This design comes from an exercise in tuning for small area, a short achievable clock period and few clock cycles per item on the open sky130 flow, not from production work. Function was checked by simulation only, so behaviour that the tests miss may differ from the original. The clock port is modelled as an ideal driver; clocking choices that lean on that would not hold on a real chip. No activity file was given, so power comes from the tool's default toggle rates.

Design timing_recovery_top, start of the top module:
module timing_recovery_top (
  input  wire                  clk,
  input  wire                  reset_i,
  input  wire                  raw_valid_i,
  input  timing_pkg::sample_t  raw_i_i,
  input  timing_pkg::sample_t  raw_q_i,
  input  wire           [15:0] step_i,
  input  timing_pkg::mu_gain_t mu_gain_i,
  input  wire                  sym_ready_i,
  output logic                 raw_ready_o,
  output logic                 sym_valid_o,
  output timing_pkg::sym_t     sym_i_o,
  output timing_pkg::sym_t     sym_q_o
);
For scale: ~1,800 cells after synthesis, ~100 I/O pins, ~19,000 um2 of cells after synthesis.
export LEC_CHECK = 0
export CAP_MARGIN = 20
export CORE_MARGIN = 2
export CORE_UTILIZATION = 40
export SETUP_SLACK_MARGIN = 3.0
export SLEW_MARGIN = 20
create_clock -name core_clock -period 9.0 [get_ports {clk}]
standard.sh (not shown) runs the stock make flow with config.mk's settings and CLKGATE_MAP_FILE= SYNTH_SCRIPT=/design/flow/synth_recipe.tcl, a recipe that flattens the netlist after the stock synthesis.
==> flow/flow/run.sh <==
#!/bin/bash
# Standard layout with two changes:
#  - plain buffers on the ports instead of the delay buffers buffer_ports picks
#  - after synthesis, inv_opt.tcl pushes inverters through the full adders
#    (a full adder is self-dual), removing inverter pairs between adder cells
set -euo pipefail
export BUFFER_PORTS_ARGS="-buffer_cell sky130_fd_sc_hd__buf_2"
export POST_SYNTH_TCL="$PWD/flow/inv_opt.tcl"
bash standard.sh > standard_flow.log 2>&1
Other scripts of this flow, unchanged in this note and not shown: flow/flow/inv_opt.tcl
Testbench counts at the start, summed over its fixed seeds: cycles 24,012, items 24,000.
Then changed:
- CORE_UTILIZATION: 40 -> 55
- CTS_BUF_LIST: not set -> sky130_fd_sc_hd__clkbuf_4 sky130_fd_sc_hd__clkbuf_8
- SETUP_SLACK_MARGIN: 3.0 -> 4.5
Register-to-register slack gets better by 0.79 ns.
Die area fell by 27%.
Worst hold slack gets worse by 0.0042 ns.
Core utilization came out higher by 22 points.
Final cell count went down by 0.91%.
Routed wire length goes up by 8.7%.
Then changed:
- SETUP_SLACK_MARGIN: 4.5 -> 4.3
Result: The changed run produced a clean layout; via count shrinks by 1.9%; sequential share of layout area went up by 1.0 points; design area is lower by 3.9%; routed wire length fell by 5.0%; first-iteration DRC count goes up by 20%; maximum frequency goes up by 0.36%; clock-buffer cell count rises by 4; critical path depth falls by 1; die area stays the same; register-to-register slack gains 0.02 ns.
Then changed:
- CORE_UTILIZATION: 55 -> 40
- CTS_BUF_LIST: sky130_fd_sc_hd__clkbuf_4 sky130_fd_sc_hd__clkbuf_8 -> not set
- SETUP_SLACK_MARGIN: 4.3 -> 4.0
Die area grows by well over a third. Cell area falls by a few percent. Worst hold slack improved by 0.011 ns. Routed wire length is lower by a few percent. Non-clock buffer count went down by 48. Combinational power goes down by a little under a tenth. Worst setup slack degrades by 0.059 ns. Power fell by a few percent. Via count falls by a few percent. Count of clock-buffer cells in the layout went down by 26.

---

timing_recovery_top again, from the RTL that the note above started with.
export LEC_CHECK = 0
export CAP_MARGIN = 20
export CORE_MARGIN = 2
export CORE_UTILIZATION = 40
export SETUP_SLACK_MARGIN = 4.5
export SLEW_MARGIN = 20
create_clock -name core_clock -period 9.0 [get_ports {clk}]
Scripts as last shown in full above: flow/flow/run.sh
Other scripts of this flow, unchanged in this note and not shown: flow/flow/inv_opt.tcl
The first run produced a clean layout.
Testbench counts at the start, summed over its fixed seeds: cycles 24,012, items 24,000.
==> next run, changes <==
Settings changed: ABC_AREA from default to 1, CORE_UTILIZATION 40 to 55, CTS_BUF_LIST from default to sky130_fd_sc_hd__clkbuf_4 sky130_fd_sc_hd__clkbuf_8, SETUP_SLACK_MARGIN 4.5 to 4.0.
Result: Fmax increases slightly. Die area decreases by about a fifth. First-iteration DRC count decreases by a few percent. Hold slack gets worse by 0.027 ns. Sequential share of layout area increases by 1.2 points. Synthesized area increases by a little under a tenth.
==> next run, changes <==
Settings changed: ABC_AREA 1 to default, SETUP_SLACK_MARGIN 4.0 to 3.7.
The changed run completed with no timing, DRC or antenna violations; via count falls by about a fifth; sequential power came out lower by a few percent; worst setup slack is worse by 0.32 ns; design area shrinks by a few percent; routed wire length shrinks by roughly a tenth; synthesized area drops by a few percent; fmax is lower by a few percent.

---

zinc:
timing_recovery_top, a different RTL version from the one above (not shown whole).
For scale: ~100 I/O pins, about 20000 µm² of cells after synthesis.
clock: 9.0 ns
lec_check: 0
cap_margin: 20
core_margin: 2
core_utilization: 65
cts_buf_list: sky130_fd_sc_hd__clkbuf_4 sky130_fd_sc_hd__clkbuf_8
hold_slack_margin: 0.15
setup_slack_margin: 4.0
slew_margin: 20
==> flow/flow/run.sh <==
#!/bin/bash
# Standard layout with three changes:
#  - plain buffers on the ports instead of the delay buffers buffer_ports picks
#  - after synthesis, inv_opt.tcl pushes inverters through the full adders
#    (a full adder is self-dual), removing inverter pairs between adder cells
#  - after clock tree synthesis, skew.tcl gives the mu register and the output
#    symbol register a later clock (useful skew between internal stages)
set -euo pipefail
export BUFFER_PORTS_ARGS="-buffer_cell sky130_fd_sc_hd__buf_2"
export POST_SYNTH_TCL="$PWD/flow/inv_opt.tcl"
export POST_CTS_TCL="$PWD/flow/skew.tcl"
bash standard.sh > standard_flow.log 2>&1
Other scripts of this flow, unchanged in this note and not shown: flow/flow/inv_opt.tcl, flow/flow/skew.tcl
Testbench counts of zinc, summed over its fixed seeds: cycles 24,012, items 24,000.
What ember does differently from zinc at the input level:
Settings: a deleted HOLD_SLACK_MARGIN that had been 0.15.
==> comparison <==
- Clock input transition at the sequential cells of the worst setup and hold paths delta (ember -> zinc): insignificant
- In the metrics for zinc and ember, the one carrying the higher multi-input logic portion of the cell area is ember.
- For the sum of met2 wire segment lengths after detailed routing, ember came in 1.4% lower than zinc did.
- In the final design statistics, ember uses fewer standard cells in total than zinc.
- ember finished all stages; layout check result: FAIL, due to hold timing.
Edits applied to the flow inputs when going from ember to sierra:
Settings: HOLD_SLACK_MARGIN: unset -> 0.1; CORE_UTILIZATION: 65 -> 70.
-- flow/flow/run.sh --
<<< ember, line 7
#    symbol register a later clock (useful skew between internal stages)
set -euo pipefail
export BUFFER_PORTS_ARGS="-buffer_cell sky130_fd_sc_hd__buf_2"
export POST_SYNTH_TCL="$PWD/flow/inv_opt.tcl"
export POST_CTS_TCL="$PWD/flow/skew.tcl"
>>> sierra, line 7
#    symbol register a later clock (useful skew between internal stages)
set -euo pipefail
export BUFFER_PORTS_ARGS="-buffer_cell sky130_fd_sc_hd__buf_1"
export POST_SYNTH_TCL="$PWD/flow/inv_opt.tcl"
export POST_CTS_TCL="$PWD/flow/skew.tcl"
==> comparison <==
sierra | stages: all done | timing, DRC, antenna: all pass
Going from ember to sierra, die height shrinks by about 3.6%.
sierra vs ember: met1 track utilization from global routing up
Going from ember to sierra, proportion of power drawn by combinational gates grows by 0.3 points.
Number of I/O port buffers came out exactly the same in ember and sierra.
Changes observed in sierra relative to ember: final wirelength neither gained nor lost much; worst setup slack lost 0.12 ns; number of placement rows lost 2.
Diff ember -> sierra: via count picked up an extra about 1.6%, relative contribution of sequential cells to total power level.
Going from ember to sierra, the total global routing track utilization was found to have gone up by 1.8 points.
Input-level comparison between violet and sierra:
Settings: clearing HOLD_SLACK_MARGIN, which used to be 0.1; swapping 70 for 65 in CORE_UTILIZATION.
Least setup slack across all paths after layout for violet: 0.085 ns up relative to sierra. violet ran in full, but the layout does not pass; the checks complain about hold timing. Looking at fraction of met3 tracks used by global routing across violet and sierra, the one that comes out lower is violet. Across both runs, synthesis-to-layout area growth was lower for violet than for sierra. Number of global-route vias before repair: violet vs sierra, no meaningful difference.

---

build 67:
Starting RTL as in the previous note.
==> flow/design.v (excerpt) <==
module timing_recovery_top (
  input  wire                  clk,
  input  wire                  reset_i,
  input  wire                  raw_valid_i,
  input  timing_pkg::sample_t  raw_i_i,
  input  timing_pkg::sample_t  raw_q_i,
  input  wire           [15:0] step_i,
  input  timing_pkg::mu_gain_t mu_gain_i,
  input  wire                  sym_ready_i,
  output logic                 raw_ready_o,
  output logic                 sym_valid_o,
  output timing_pkg::sym_t     sym_i_o,
  output timing_pkg::sym_t     sym_q_o
);
clock: 9.0 ns
lec_check: 0
cap_margin: 20
core_margin: 2
core_utilization: 65
cts_buf_list: sky130_fd_sc_hd__clkbuf_4 sky130_fd_sc_hd__clkbuf_8
setup_slack_margin: 4.0
slew_margin: 20
==> flow/flow/run.sh <==
#!/bin/bash
# Standard layout with two changes:
#  - plain buffers on the ports instead of the delay buffers buffer_ports picks
#  - after synthesis, inv_opt.tcl pushes inverters through the full adders
#    (a full adder is self-dual), removing inverter pairs between adder cells
set -euo pipefail
export BUFFER_PORTS_ARGS="-buffer_cell sky130_fd_sc_hd__buf_2"
export POST_SYNTH_TCL="$PWD/flow/inv_opt.tcl"
bash standard.sh > standard_flow.log 2>&1
Other scripts of this flow, unchanged in this note and not shown: flow/flow/inv_opt.tcl
Testbench counts of build 67, summed over its fixed seeds: cycles 24,012, items 24,000.
Relative to build 67, the following input files were edited for build 86:
--- a/flow/flow/run.sh
+++ b/flow/flow/run.sh
@@ -1,3 +1,3 @@
 #!/bin/bash
-# Standard layout with two changes:
+# Standard layout with three changes:
 #  - plain buffers on the ports instead of the delay buffers buffer_ports picks
@@ -5,2 +5,4 @@
 #    (a full adder is self-dual), removing inverter pairs between adder cells
+#  - after clock tree synthesis, skew.tcl gives the mu register and the output
+#    symbol register a later clock (useful skew between internal stages)
 set -euo pipefail
@@ -8,2 +10,3 @@
 export POST_SYNTH_TCL="$PWD/flow/inv_opt.tcl"
+export POST_CTS_TCL="$PWD/flow/skew.tcl"
 bash standard.sh > standard_flow.log 2>&1
==> flow/flow/skew.tcl (new file) <==
# Useful skew between internal register stages: the mu register (end of
# stage 2) and the output symbol register (end of stage 3) get their clock
# a little later than the other registers, through extra clock buffers
# inserted after clock tree synthesis (POST_CTS_TCL hook). This moves slack
# from the short paths after these registers to the long multiply paths
# that end in them.

namespace eval skew {
  proc insert {pattern masters} {
    set block [ord::get_db_block]
    set db [ord::get_db]
    set groups [dict create]
    foreach inst [$block getInsts] {
      if {![regexp $pattern [$inst getName]]} { continue }
      set ck [$inst findITerm CLK]
      if {$ck eq "NULL" || $ck eq ""} { continue }
      set net [$ck getNet]
      dict lappend groups [$net getName] $inst
    }
    set nb 0
    dict for {netname flops} $groups {
      set net [$block findNet $netname]
      # place the chain at the flops' centroid
      set sx 0; set sy 0
      foreach f $flops {
        set loc [$f getLocation]
        incr sx [lindex $loc 0]; incr sy [lindex $loc 1]
      }
      set cx [expr {$sx / [llength $flops]}]
      set cy [expr {$sy / [llength $flops]}]
      set src $net
      foreach m $masters {
        variable uid
        incr uid
        set master [$db findMaster $m]
        set b [odb::dbInst_create $block $master "skew_buf_$uid"]
        set out [odb::dbNet_create $block "skew_net_$uid"]
        $out setSigType CLOCK
        [$b findITerm A] connect $src
        [$b findITerm X] connect $out
        $b setLocation $cx $cy
        $b setPlacementStatus PLACED
        set src $out
        incr nb
      }
      foreach f $flops {
        set ck [$f findITerm CLK]
        $ck disconnect
        $ck connect $src
      }
    }
    puts "skew: $pattern: [dict size $groups] clock groups, $nb buffers"
  }
  variable uid 0
}

skew::insert {^i_symbol_nco\.mu_sel_o\\?\[} {sky130_fd_sc_hd__clkdlybuf4s25_1 sky130_fd_sc_hd__clkbuf_4}
skew::insert {^i_symbol_joiner\.sym_[iq]_o\\?\[} {sky130_fd_sc_hd__clkdlybuf4s50_1 sky130_fd_sc_hd__clkdlybuf4s25_1 sky130_fd_sc_hd__clkbuf_4}
detailed_placement
check_placement
estimate_parasitics -placement
report_worst_slack -max
report_worst_slack -min
[summary]
Relative to build 67, the power measured on build 86 has increased by a few percent.
Of build 86 and build 67, build 86 shows the higher cell area after layout, with build 67 below it.
Synthesis-to-layout area growth delta for build 86 relative to build 67: 1.4 points higher
### build 86 -> build 41
Settings: swapping 65 for 55 in CORE_UTILIZATION.
==> flow/flow/run.sh <==
#!/bin/bash
# Standard layout with two changes:
#  - plain buffers on the ports instead of the delay buffers buffer_ports picks
#  - after synthesis, inv_opt.tcl pushes inverters through the full adders
#    (a full adder is self-dual), removing inverter pairs between adder cells
set -euo pipefail
export BUFFER_PORTS_ARGS="-buffer_cell sky130_fd_sc_hd__buf_2"
export POST_SYNTH_TCL="$PWD/flow/inv_opt.tcl"
bash standard.sh > standard_flow.log 2>&1
removed: flow/flow/skew.tcl
--- outcome ---
Build 41 ends up with lower total power than build 86 does.
Post-route fraction of the period consumed by the critical path ended up 2.0 points higher on build 41 than on build 86.
Taking build 86 as the reference, in build 41 switching power summed over all nets fell by about 2.5%, number of standard cells in the layout, taps in and fillers out increased 26.
On post-CTS clock slew at the launch and capture registers of the worst setup and hold paths, build 86 tracks build 41 almost exactly.
Comparing build 41 and build 86, the higher number of rows created at floorplan is on build 41.
Cmp build 41 vs build 86: area overhead of the layout relative to synthesis lower in build 41
Measured against build 86, the core area of build 41 comes out at 1.19 times the reference value.
Relative to build 86, final area has gone down in build 41.
The lower final worst setup slack of build 41 and build 86 is in build 41.
For the clock share of power, build 41 came in 3.9 points lower than build 86 did.
--- input diff build 41..build 23 ---
Settings: changing CORE_UTILIZATION from 55 to 75; setting PLACE_DENSITY to 0.8 for the first time.
==> comparison <==
Build 23 finished every stage and its layout cleared the timing, DRC and antenna checks. Build 41 → build 23: register-to-register setup slack moved down, tapcell count went down, final non-filler cell area fell by about 0.75%. After synthesis and placement, the instance count of build 23 is below that of build 41.

---

timing_recovery_top, a different RTL version from the one above (not shown whole).
For scale: about 1900 cells after synthesis, about 100 I/O pins, about 19000 um2 of cells after synthesis.
==> flow/config.mk <==
export PLATFORM = sky130hd
export DESIGN_NAME = timing_recovery_top
export DESIGN_NICKNAME = timing_recovery_top
export VERILOG_FILES = /design/flow/design.v
export SDC_FILE = /design/flow/constraint.sdc
export NUM_CORES = 4
export LEC_CHECK = 0
export CAP_MARGIN = 20
export CORE_MARGIN = 2
export CORE_UTILIZATION = 65
export CTS_BUF_LIST = sky130_fd_sc_hd__clkbuf_4 sky130_fd_sc_hd__clkbuf_8
export SETUP_SLACK_MARGIN = 4.0
export SLEW_MARGIN = 20
==> flow/constraint.sdc <==
create_clock -name core_clock -period 9.0 [get_ports {clk}]
set_input_delay 1.8000 -clock core_clock [delete_from_list [all_inputs] [get_ports {clk}]]
set_output_delay 1.8000 -clock core_clock [all_outputs]
set_load 0.01 [all_outputs]
==> flow/flow/run.sh <==
#!/bin/bash
# Standard layout with two changes:
#  - plain buffers on the ports instead of the delay buffers buffer_ports picks
#  - after synthesis, inv_opt.tcl pushes inverters through the full adders
#    (a full adder is self-dual), removing inverter pairs between adder cells
set -euo pipefail
export BUFFER_PORTS_ARGS="-buffer_cell sky130_fd_sc_hd__buf_2"
export POST_SYNTH_TCL="$PWD/flow/inv_opt.tcl"
bash standard.sh > standard_flow.log 2>&1
Other scripts of this flow, unchanged in this note and not shown: flow/flow/inv_opt.tcl
Testbench counts at the start, summed over its fixed seeds: cycles 24,012, items 24,000.
Next try:
- CORE_UTILIZATION: 65 -> 55
The changed run produced a clean layout.
Core utilization drops by 11 points.
Die area climbs by 18%.
Routed wire length came out higher by 4.0%.
Final area goes up by 1.4%.
Sequential share of layout area decreases by 0.42 points.
Non-clock buffer count rose by 18.
Count of clock-buffer cells in the layout rises by 3.
Clock power stays flat.
Total power barely changes.
Register-to-register slack is worse by 0.02 ns.
Worst setup slack got worse by 0.017 ns.

==> static timing again, ports no longer ideal <==
In the flow no input, the clock included, has a driving cell. The finished layouts below were timed again as built, in two steps.
Step 1, drivers: a clkbuf_16 drives clk and a buf_2 each remaining input, both assumed.
Step 2, shift: input delay + t, output delay - t, t = (earliest + latest rising clock arrival at the registers) / 2. This alone moves slack from input paths to output paths.
a / b / c = ideal ports / drivers / drivers and shift; a / b = the first two.
run	shift t [ns]	setup slack, ns	hold slack, ns	latest minus earliest clock arrival (ns)
the first run of note 1	0.603	3.419 / 3.419 / 3.419	0.461 / 0.461 / 0.461	0.015 / 0.015
the second run of note 1	0.643	4.205 / 4.205 / 4.205	0.457 / 0.457 / 0.457	0.048 / 0.048
the third run of note 1	0.649	4.223 / 4.223 / 4.223	0.449 / 0.449 / 0.449	0.023 / 0.023
the fourth run of note 1	0.601	4.164 / 4.164 / 4.164	0.461 / 0.461 / 0.461	0.016 / 0.016
the first run of note 2	0.624	4.200 / 4.200 / 4.200	0.459 / 0.459 / 0.459	0.018 / 0.018
the second run of note 2	0.643	4.262 / 4.262 / 4.262	0.432 / 0.432 / 0.432	0.050 / 0.050
the third run of note 2	0.641	3.941 / 3.941 / 3.941	0.459 / 0.459 / 0.459	0.044 / 0.044
zinc	1.156	4.501 / 4.501 / 3.761	0.129 / 0.129 / 0.129	1.163 / 1.162
ember	1.155	4.551 / 4.551 / 3.768	-0.032 / -0.032 / -0.032	1.164 / 1.164
sierra	1.155	4.435 / 4.435 / 3.776	0.031 / 0.031 / 0.031	1.163 / 1.163
violet	1.162	4.520 / 4.520 / 3.778	-0.076 / -0.076 / -0.076	1.181 / 1.180
build 67	0.605	4.259 / 4.259 / 4.259	0.455 / 0.455 / 0.455	0.027 / 0.027
build 86	1.057	4.458 / 4.458 / 3.858	0.116 / 0.116 / 0.116	0.953 / 0.952
build 41	0.635	4.275 / 4.275 / 4.263	0.457 / 0.457 / 0.457	0.034 / 0.035
build 23	0.605	4.117 / 4.117 / 4.117	0.455 / 0.455 / 0.455	0.025 / 0.026
the first run of note 5	0.593	4.201 / 4.201 / 4.201	0.461 / 0.461 / 0.461	0.053 / 0.053
the second run of note 5	0.657	4.184 / 4.184 / 4.184	0.460 / 0.460 / 0.460	0.046 / 0.047
In 5 of these runs the clock reaches the registers at very different times; t lies between them, and the last value is a rough guide only. For ember, which loses most, drivers alone change the setup slack by 0.000 ns; drivers and shift together by -0.783 ns.
